Context: an optimization exercise on an open-source flow, tuned for small area and few clock cycles per item. The choices shown serve that exercise and are no tape-out recipe.
Where RTL was checked, it was by simulation tests only, not by an equivalence proof against the original.
Function not checked in runs 2 and 3: the RTL went through the layout flow alone.

==> flow/design.v (outline; a module is shown in full before it is edited, if it fits) <==
// module fp_mul_pipe: 2483 lines
// module fpm_fa: 10 lines
// module fpm_ha: 9 lines
module fp_mul_pipe #(
   parameter int EXP_W = 8,
   parameter int MAN_W = 23
) (
   input  logic                     clk,
   input  logic                     rst,
   input  logic                     in_valid,
   output logic                     in_ready,
   input  logic [EXP_W+MAN_W:0]     in_a,
   input  logic [EXP_W+MAN_W:0]     in_b,
   output logic                     out_valid,
   input  logic                     out_ready,
   output logic [EXP_W+MAN_W:0]     out_z,
   output logic [3:0]               out_flags
);
  // ...
==> flow/run.sh <==
#!/bin/bash
# synth_recipe.tcl (not shown) runs the flow's synth.tcl, then flattens the netlist and writes it again
# the make line also repeats each setting of config.mk as NAME=value (left out here)
make -C /OpenROAD-flow-scripts/flow DESIGN_CONFIG=/design/flow/config.mk WORK_HOME=/design/flow/orfs CLKGATE_MAP_FILE= SYNTH_SCRIPT=/design/flow/synth_recipe.tcl finish
==> flow/config.mk <==
export PLATFORM = sky130hd
export DESIGN_NAME = fp_mul_pipe
export DESIGN_NICKNAME = fp_mul_pipe
export VERILOG_FILES = /design/flow/design.v
export SDC_FILE = /design/flow/constraint.sdc
export NUM_CORES = 4
export LEC_CHECK = 0
export ABC_AREA = 1
export CAP_MARGIN = 20
export CORE_MARGIN = 2
export CORE_UTILIZATION = 40
export SLEW_MARGIN = 20
export SYNTH_HIERARCHICAL = 1
==> flow/constraint.sdc <==
create_clock -name core_clock -period 8.5 [get_ports {clk}]
set_input_delay 1.7000 -clock core_clock [delete_from_list [all_inputs] [get_ports {clk}]]
set_output_delay 1.7000 -clock core_clock [all_outputs]
set_load 0.01 [all_outputs]
==> flow_summary.ini, run 1 <==
[synthesis]
synthXorXnorAreaFrac_pct = 15.83
synth_top_family_by_area = adder cells
synth.distinct_cells = 56
synth-main-ff-cell = edfxtp_1

[clocking]
clockRootBuffer = clkbuf_16

[grt]
antenna_found_initial = 1
grt_use_met2_pct = 45.01
grt_pass1_wl_um = 92900
grt_use_total_pct = 27.13

[timing]
hold_viol = 0
hold_ws_ns = 0.8747
fin_ws_ns = 0.3394
finalCritPeriodShare_pct = 96.01

[worst_setup_path]
arrival_ns = 8.20
crit_start = in_b[10]
max_stage_delay_ns = 0.55

[routing]
drc = 0
drt-total-wl_um = 60230
wl_met2_um = 28060
vias_per_cell = 5.679
drt_iter0_drc = 1329
wl_met1_um = 25830
dr_wl_met3_um = 4604

[final_layout]
largest_class = multi-input gates
fin_nets = 2723
final_cells = 2819
largest_reg_flops = 32
top_regs = oz x32, of x4, ov x1

[placed_design]
dp_hpwl_um = 49580
placed_cell_area_um2 = 20230

[hold_path]
hold_start = ov
min_path_cells = 3

[status]
status = finished clean
Testbench counts, summed over its fixed seeds: cycles 12,008, items 12,000.
==> run 2, diff against run 1 <==
--- a/flow/design.v
+++ b/flow/design.v
@@ -26,25 +26,26 @@
    logic [W-1:0] spec_z;
    logic [3:0] spec_f;
    logic [47:0] px, py;
    logic [23:0] za, zb;
    logic nz22, nz23, p47;
    logic c22, c23, c24, lx22, lx23, ua0, p22, p23, p24, rnd0, rnd1, k1one, k1two, k0one, k0two, c1_1, c1_0;
    logic [23:1] up_p;
    logic [22:1] up_G, up_P;
-   logic [23:0] m1, m0;
+   logic [23:1] s0, s1;
+   logic sel11, sel10, sel01, sel00, m1top, m0top;
    logic [8:0] esum0;
    logic [2:0] ovf_k, unf_k, kill_k;
    logic [EXP_W-1:0] ek [3];
    logic [EXP_W-1:0] ez_k [3];
    logic [3:0] fl_k [3];
    logic inc1, inc2, kill;
    logic [MAN_W-1:0] frac_r;
-   logic guard, sticky, ovf, unf;
+   logic guard, sticky;
    logic [W-1:0] res_z;
    logic [3:0] res_f;
    logic ov;
    logic [W-1:0] oz;
    logic [3:0] of;
    assign adv = !ov || out_ready;
    assign in_ready = adv;
    assign out_valid = ov;
@@ -2424,52 +2425,59 @@
       for (int i = 0; i <= 22; i++) nz22 = nz22 | (za[i] & zb[22-i]);
       for (int i = 0; i <= 23; i++) nz23 = nz23 | (za[i] & zb[23-i]);
    end
    assign p22 = lx22 ^ c22;
    assign p23 = lx23 ^ c23;
    assign p24 = ua0 ^ c24;
    assign rnd1 = p23 && (p24 || !nz23);
    assign rnd0 = p22 && (p23 || !nz22);
-   assign p47 = up_p[23] ^ (up_G[22] | (up_P[22] & c24 & ua0));
    assign k1two = c24 && rnd1;
    assign k1one = c24 ^ rnd1;
    assign k0two = c24 && p23 && p22;
    assign k0one = c24 ^ (p23 && p22);
    assign c1_1 = k1two || (k1one && ua0);
    assign c1_0 = k0two || (k0one && ua0);
    always_comb begin
-      m1[0] = ua0 ^ k1one;
-      m1[1] = up_p[1] ^ c1_1;
-      m0[0] = ua0 ^ k0one;
-      m0[1] = up_p[1] ^ c1_0;
+      s0[1] = up_p[1];
+      s1[1] = !up_p[1];
       for (int i = 2; i < 24; i++) begin
-         m1[i] = up_p[i] ^ (up_G[i-1] | (up_P[i-1] & c1_1));
-         m0[i] = up_p[i] ^ (up_G[i-1] | (up_P[i-1] & c1_0));
+         s0[i] = up_p[i] ^ up_G[i-1];
+         s1[i] = up_p[i] ^ (up_G[i-1] | up_P[i-1]);
       end
    end
-   assign frac_r = p47 ? m1[22:0] : {m0[21:0], p23 ^ rnd0};
+   assign p47 = (c24 && ua0) ? s1[23] : s0[23];
+   assign sel11 = p47 && c1_1;
+   assign sel10 = p47 && !c1_1;
+   assign sel01 = !p47 && c1_0;
+   assign sel00 = !p47 && !c1_0;
+   always_comb begin
+      frac_r[0] = p47 ? (ua0 ^ k1one) : (p23 ^ rnd0);
+      frac_r[1] = (sel11 && s1[1]) || (sel10 && s0[1]) || (!p47 && (ua0 ^ k0one));
+      for (int j = 2; j < 23; j++)
+         frac_r[j] = (sel11 && s1[j]) || (sel10 && s0[j]) || (sel01 && s1[j-1]) || (sel00 && s0[j-1]);
+   end
+   assign m1top = c1_1 ? s1[23] : s0[23];
+   assign m0top = c1_0 ? s1[23] : s0[23];
    assign guard = p47 ? p23 : p22;
    assign sticky = p47 ? !nz23 : !nz22;
    assign esum0 = 9'(ea) + 9'(eb);
    always_comb begin
       for (int k = 0; k < 3; k++) begin
          ovf_k[k] = esum0 >= 9'(EMAX + BIAS - k);
          unf_k[k] = esum0 <= 9'(BIAS - k);
          ek[k] = EXP_W'(esum0 + 9'(k + 2 ** EXP_W - BIAS));
          kill_k[k] = spec || ovf_k[k] || unf_k[k];
          ez_k[k] = spec ? spec_z[W-2:MAN_W] : ovf_k[k] ? {EXP_W{1'b1}} : unf_k[k] ? '0 : ek[k];
          fl_k[k] = spec ? spec_f : ovf_k[k] ? 4'b0101 : unf_k[k] ? 4'b0011 : 4'b0000;
       end
    end
-   assign inc2 = p47 && !m1[23];
-   assign inc1 = p47 ? m1[23] : m0[23];
-   assign ovf = inc2 ? ovf_k[2] : inc1 ? ovf_k[1] : ovf_k[0];
-   assign unf = inc2 ? unf_k[2] : inc1 ? unf_k[1] : unf_k[0];
-   assign kill = inc2 ? kill_k[2] : inc1 ? kill_k[1] : kill_k[0];
+   assign inc2 = p47 && !m1top;
+   assign inc1 = p47 ? m1top : m0top;
+   assign kill = p47 ? kill_k[1] : kill_k[0];
    assign res_z = {spec ? spec_z[W-1] : sgn,
                    inc2 ? ez_k[2] : inc1 ? ez_k[1] : ez_k[0],
                    kill ? spec_z[MAN_W-1:0] : frac_r};
    assign res_f = (inc2 ? fl_k[2] : inc1 ? fl_k[1] : fl_k[0]) | {3'b000, !spec && (guard || sticky)};
    always_ff @(posedge clk) begin
       if (rst) begin
          ov <= 1'b0;
       end else if (adv) begin
==> run 2 against run 1 <==
  * Still clean on timing, DRC and antenna
  * Wire length down 2.1%
  * Critical path depth up 2
  * Register-to-register slack got worse by 0.26 ns
  * Sequential share of layout area increased by 0.14 points
  * Die area is 1.4% higher
  * Design area shrank 2.6%
  * First-iteration DRC count fell by 4.2%
  * Global-route usage decreased by 0.65 points
  * Largest cell class unchanged
==> flow_summary.ini, run 2 <==
[floorplanning]
initial_utilization_pct = 40.75
die_w_um = 211.4
fp.dieH_um = 211.4
ios = 106
coreArea_um2 = 42230
die_area_um2 = 44690
rows = 75

[worst_setup_path]
rrSetupSlack_ns = 7.10
rr_startpoint = ov
cpMaxStageDelayCell = clkdlybuf4s50_1
crit_type = in2reg
crit_start = in_b[5]
max_stage_delay_ns = 0.51
crit_fanout = 12
arrival_ns = 8.20
cp.required_ns = 8.55
crit_end = oz[29]
r2r_cells = 1
cp-end-kind = flip-flop
timing.rr.end = oz[19]
crit_path_start_kind = primary input

[timing]
max_freq_mhz = 122.7
report.final.slew_viol_count = 0
finalCritPeriodShare_pct = 95.85
tightest_slew_ns = 0.9233
hold_viol = 0
fin_ws_ns = 0.3528
fin_worst_skew_ns = 0.01098
period_needed_ns = 8.147
relSlewSlack_pct = 38.23
final-setup-viol-count = 0
fin_tns_setup_ns = 0
rsz0062_at_grt = no

[routing]
drt_first_pass_iters = 5
vias = 16088
drt_iter0_drc = 1273
drt-total-wl_um = 58960
drc = 0
wl_per_cell_um = 20.94
final_antenna_net_count = 0
vias_per_cell = 5.713

[hold_path]
hold_path_class = reg2reg

[placed_design]
numPlacedInstances = 2805
dp_hpwl_um = 48560
pre_cts_slack_ns = -0.1523
place.gp.congestion = 0.9751
port_buffers = 105

[clocking]
clockRootBuffer = clkbuf_16
hold_buffers = 0
clkSinkCount = 37
cts_tree = yes
numCtsBuffers = 5
clock_path_buffers = 2
htreeDepth = 2
insertion_delay_ns = 0.29
clk_pin_slew_ns = 0.06

[final_layout]
drive_above_1_share_pct = 14.10
seq_area_um2 = 1101
top_regs = oz x32, of x4, ov x1
area_growth_pct = 17.46
largest_reg_flops = 32
n_fill_cell = 4122
top_register = oz
final_cells = 2816
postLayoutCoreUtil_pct = 47.86
diodes = 0
layout_common_cells = nand2_1 (360), xor2_1 (285), o22ai_1 (260)
multiInputGateArea_um2 = 14880
fin_nets = 2725
final_common_cell = nand2_1

[synthesis]
synth_largest_area_cell = fa_1
synth_compound_area_share_pct = 15.07
synth-adder-area-share_pct = 39.18
synth.distinct_cells = 60
synth_area_leaders = fa_1 (31%), xor2_1 (15%), o22ai_1 (9.6%), ha_1 (8.6%), nand2_1 (8.1%)
synth.mux.area_fraction_pct = 0
yosysWarnings = 10
ys_seq_area_share_pct = 6.399
synth_top_family_by_area = adder cells
synth_seq_cells = 37
netlist.area_leader.share_pct = 30.60
synthArstFlopShare_pct = 0
syn_inst = 2113
yosysMostFrequentCell = nand2_1
yosys-top-cells-count = nand2_1 (370), xor2_1 (285), o22ai_1 (264), fa_1 (263), inv_1 (173)
synth_nets = 2562
synthXorXnorAreaFrac_pct = 15.26
synth_edf_count = 36
synth-main-ff-cell = edfxtp_1
synthesis.area_um2 = 17210
yosys.area_share.simple_pct = 16.03
syn_area_per_cell_um2 = 8.144

[grt]
grt_use_total_pct = 26.48
grt_pass1_wl_um = 91780
overflow = 0
antenna_found_initial = 0
grt_pass1_vias = 16199
grt_max_degree = 39

[status]
status = finished clean

[job]
cap_violations = 0
==> run 2: changes by cell type after synthesis, moves of 6 or more <==
cell,previous run,this run
nand3_1,46,57
xnor2_1,7,13
o2111ai_1,0,7
inv_1,144,173
nand2_1,275,370
a21oi_1,88,56
nor2_2,14,6
xor2_1,296,285
nor2_4,13,7
o21ai_0,77,53
buf_2,11,4
nand4_1,18,27
==> run 2: critical path, delay by kind of cell <==
family / cells / cell delay (ns)
AO/OA/AOI/OAI: 6 / 0.85
XOR/XNOR: 1 / 0.27
adder cells (fa/ha/maj): 8 / 3.13
buffers and inverters: 10 / 1.63
AND/OR/NAND/NOR: 7 / 0.59
==> run 2: Yosys stat by module, one instance, submodules excluded <==
| module | copies in the design | area [um^2] |
|---|---|---|
| fpm_ha | 28 | 12.51 |
| fp_mul_pipe | 1 | 11730 |
| fpm_fa | 256 | 20.02 |
==> run 2: per-layer routing <==
layer | up-vias | GRT usage [%] | wire, um
li1 | 7425 | - | -
met1 | 7780 | 37.19 | 25660
met2 | 785 | 42.70 | 26500
met3 | 98 | 3.041 | 4911
met4 | 0 | 8.426 | 1885
met5 | - | 0 | 0
==> run 2: how the worst min path moves through the flow <==
stage	end	cells past startpoint	startpoint	slack, ns
after global placement	ov	2	ov	1.19
after detailed placement	ov	2	ov	1.21
after CTS	ov	2	ov	1.22
after global routing	ov	2	ov	1.29
final	ov	2	ov	1.16
after floorplan	ov	2	ov	1.36
==> run 2: stage by stage <==
step	area, um^2	hold WS, ns
finish	20210	1.157
global placement	19830	1.188
CTS	20000	1.219
detailed placement	19830	1.207
global route	20210	1.286
floorplan	17210	1.358
==> run 2: timing repair <==
item	CTS	global route
buffers inserted	0	3
endpoints found under the setup margin	0	34
resized for setup	0	48
==> run 2: cell type report <==
class	instances	area share [%]
clock inverter	3	0.2290
tap	539	3.337
inverter	203	3.857
sequential	37	5.448
timing repair buffer	301	12.89
clock buffer	5	0.6190
multi-input combinational	1728	73.62
==> run 2: cells by family after synthesis <==
kind of cell / after synthesis
and+or+nand+nor: 623
AOI/OAI and AO/OA: 425
adders and majority gates: 381
buffers and inverters: 348
xor gates and xnor gates: 299
DFF: 37
==> run 3, diff against run 2 <==
--- a/flow/config.mk
+++ b/flow/config.mk
@@ -10,4 +10,6 @@
 export CORE_MARGIN = 2
 export CORE_UTILIZATION = 40
+export GPL_TIMING_DRIVEN = 0
 export SLEW_MARGIN = 20
 export SYNTH_HIERARCHICAL = 1
+export TNS_END_PERCENT = 0
==> run 3 against run 2 <==
  * Clock-buffer cell count unchanged
  * Core utilization increased by 0.17 points
  * Sequential share of layout area barely moved
  * Setup slack worse by 0.19 ns
  * Maximum frequency is 2.3% lower
  * Still clean on timing, DRC and antenna
  * Clock skew decreased by 0.0036 ns
  * Register-to-register slack improved by 0.32 ns
  * Non-clock buffer count down 8
==> flow_summary.ini, run 3 <==
[final_layout]
top_regs = oz x32, of x4, ov x1
diodes = 0
layout_common_cells = nand2_1 (358), xor2_1 (277), o22ai_1 (247)
final_cells = 2808
final_common_cell = nand2_1
area_growth_pct = 17.88
drive_above_1_share_pct = 15.43
top_register = oz
fin_nets = 2717
largest_reg_flops = 32

[routing]
final_antenna_net_count = 0
vias = 16660
drt_first_pass_iters = 6
wl_per_cell_um = 23.98
drc = 0
drt-total-wl_um = 67340
vias_per_cell = 5.933
drt_iter0_drc = 1500

[worst_setup_path]
cp.required_ns = 8.55
arrival_ns = 8.39
cpMaxStageDelayCell = fa_1
crit_fanout = 10
crit_path_start_kind = primary input
max_stage_delay_ns = 0.56
crit_type = in2reg
cp-end-kind = flip-flop

[clocking]
htreeDepth = 2
numCtsBuffers = 5
clockRootBuffer = clkbuf_16
hold_buffers = 0
clock_path_buffers = 2
clkSinkCount = 37
cts_tree = yes
insertion_delay_ns = 0.29
clk_pin_slew_ns = 0.06

[timing]
hold_ws_ns = 0.6401
fin_worst_skew_ns = 0.007366
fin_tns_setup_ns = 0
finalCritPeriodShare_pct = 98.08
period_needed_ns = 8.337
relSlewSlack_pct = 37.91
hold_viol = 0
report.final.slew_viol_count = 0
rsz0062_at_grt = yes
final-setup-viol-count = 0
tightest_slew_ns = 0.9313
fin_ws_ns = 0.1628
max_freq_mhz = 119.9

[placed_design]
place.gp.congestion = 1.030
dp_hpwl_um = 54150
pre_cts_slack_ns = -1.790
numPlacedInstances = 2757
port_buffers = 104

[grt]
overflow = 0
grtUsageMet1_pct = 40.01
grt_pass1_wl_um = 101000
grt_use_total_pct = 30.01
grt_busiest_layer = met2
grt_pass1_vias = 16563
antenna_found_initial = 0
grt_max_degree = 32
grt_util_met3_pct = 4.525
grt_use_met2_pct = 48.96

[job]
cap_violations = 0

[synthesis]
yosys-top-cells-count = nand2_1 (370), xor2_1 (285), o22ai_1 (264), fa_1 (263), inv_1 (173)
synthArstFlopShare_pct = 0
yosysWarnings = 10
synth.distinct_cells = 60
syn_area_per_cell_um2 = 8.144
synth-main-ff-cell = edfxtp_1
synth_edf_count = 36
synth_area_leaders = fa_1 (31%), xor2_1 (15%), o22ai_1 (9.6%), ha_1 (8.6%), nand2_1 (8.1%)
synthesis.area_um2 = 17210
netlist.area_leader.share_pct = 30.60
syn_inst = 2113
yosysMostFrequentCell = nand2_1
synth_nets = 2562
synth_seq_cells = 37
ys_seq_area_share_pct = 6.399
synth_largest_area_cell = fa_1

[floorplanning]
coreArea_um2 = 42230
ios = 106
fp.dieH_um = 211.4
die_area_um2 = 44690
initial_utilization_pct = 40.75
die_w_um = 211.4
rows = 75

[status]
status = finished clean

[hold_path]
hold_path_class = reg2reg
## run 3: cell counts after synthesis
Identical to the previous run, type by type.
## run 3: layout make-up
cell class / instances / area, um^2
Buffer: 144 / 937.1
Clock buffer: 5 / 125.1
Clock inverter: 3 / 46.29
Fill cell: 4151 / 21940
Inverter: 203 / 807.0
Multi-Input combinational cell: 1728 / 15160
Sequential cell: 37 / 1101
Tap cell: 539 / 674.4
Timing Repair Buffer: 149 / 1430
## run 3: worst paths after layout
check            from     end  slack [ns]  cells past startpoint
min                ov      ov        0.64                      2
max reg2reg        ov  oz[15]        7.42                      2
min reg2reg        ov      ov        0.64                      2
max          in_a[19]  oz[27]        0.16                     35
## run 3: Yosys stat by module (local to each module, per instance)
module	times used	cell area [um^2]	flops+latches
fp_mul_pipe	1	11730	37
fpm_fa	256	20.02	0
fpm_ha	28	12.51	0
## run 3: logic make-up (layout without fill, tap and decap cells)
family          count (synthesis)  in the layout  synth area share, %
compound gates                425            425                15.07
fa+ha+maj                     381            381                39.18
simple gates                  623            623                16.03
xor+xnor                      299            299                15.26
flops                          37             37                6.399
buf+inv                       348            504                8.056
## run 3: what timing repair did
action / 4_1_cts / 5_1_grt
pin swaps: 12 / 42
buffers inserted: 19 / 21
endpoints found under the setup margin: 34 / 34
gates cloned: 1 / 3
gates resized for setup: 184 / 199
## run 3: worst max-delay path, delay by kind of cell
family	cells	cell delay [ns]
AND/OR/NAND/NOR	17	1.45
AO/OA/AOI/OAI	2	0.26
XOR/XNOR	1	0.27
adder cells (fa/ha/maj)	8	3.23
buffers and inverters	7	1.45
## run 3: metrics by stage
stage          util (%)  cell area [um^2]
3_5_place_dp      44.87             18950
6_report          48.04             20280
3_3_place_gp      44.81             18920
2_1_floorplan         -             17210
5_1_grt           48.04             20280
4_1_cts           46.55             19660
## run 3: metal layers
layer | wire length, um | vias up
met3 | 5946 | 169
met4 | 2928 | 0
met5 | 0 | -
met2 | 30820 | 938
met1 | 27650 | 8143
li1 | - | 7410

[re-timing with driven ports]
In the flow no input, the clock included, has a driving cell. The finished layouts below were timed again as built, in two steps.
Step 1 assumes that a clkbuf_16 drives the clock port and a buf_2 every other input.
Step 2, shift: input delay + t, output delay - t, t = (earliest + latest rising clock arrival at the registers) / 2. This alone moves slack from input paths to output paths.
a / b / c = ideal / step 1 / step 2; a / b = the first two.
| run | shift t [ns] | setup slack, ns | worst hold slack (ns) | worst setup path at the end | worst data-port slew with drivers (ns) |
|---|---|---|---|---|---|
| run 1 | 0.308 | 0.339 / 0.318 / 0.010 | 0.875 / 0.875 / 0.875 | input to register | 0.09 |
| run 2 | 0.331 | 0.353 / 0.363 / 0.032 | 1.157 / 1.157 / 1.157 | input to register | 0.08 |
| run 3 | 0.334 | 0.163 / 0.180 / -0.154 | 0.640 / 0.640 / 0.640 | input to register | 0.10 |
With both steps, setup timing fails in run 3, where it was met with ideal ports. The setup slack of run 1, which loses most, moves by -0.021 ns with the drivers and by -0.329 ns with both steps.
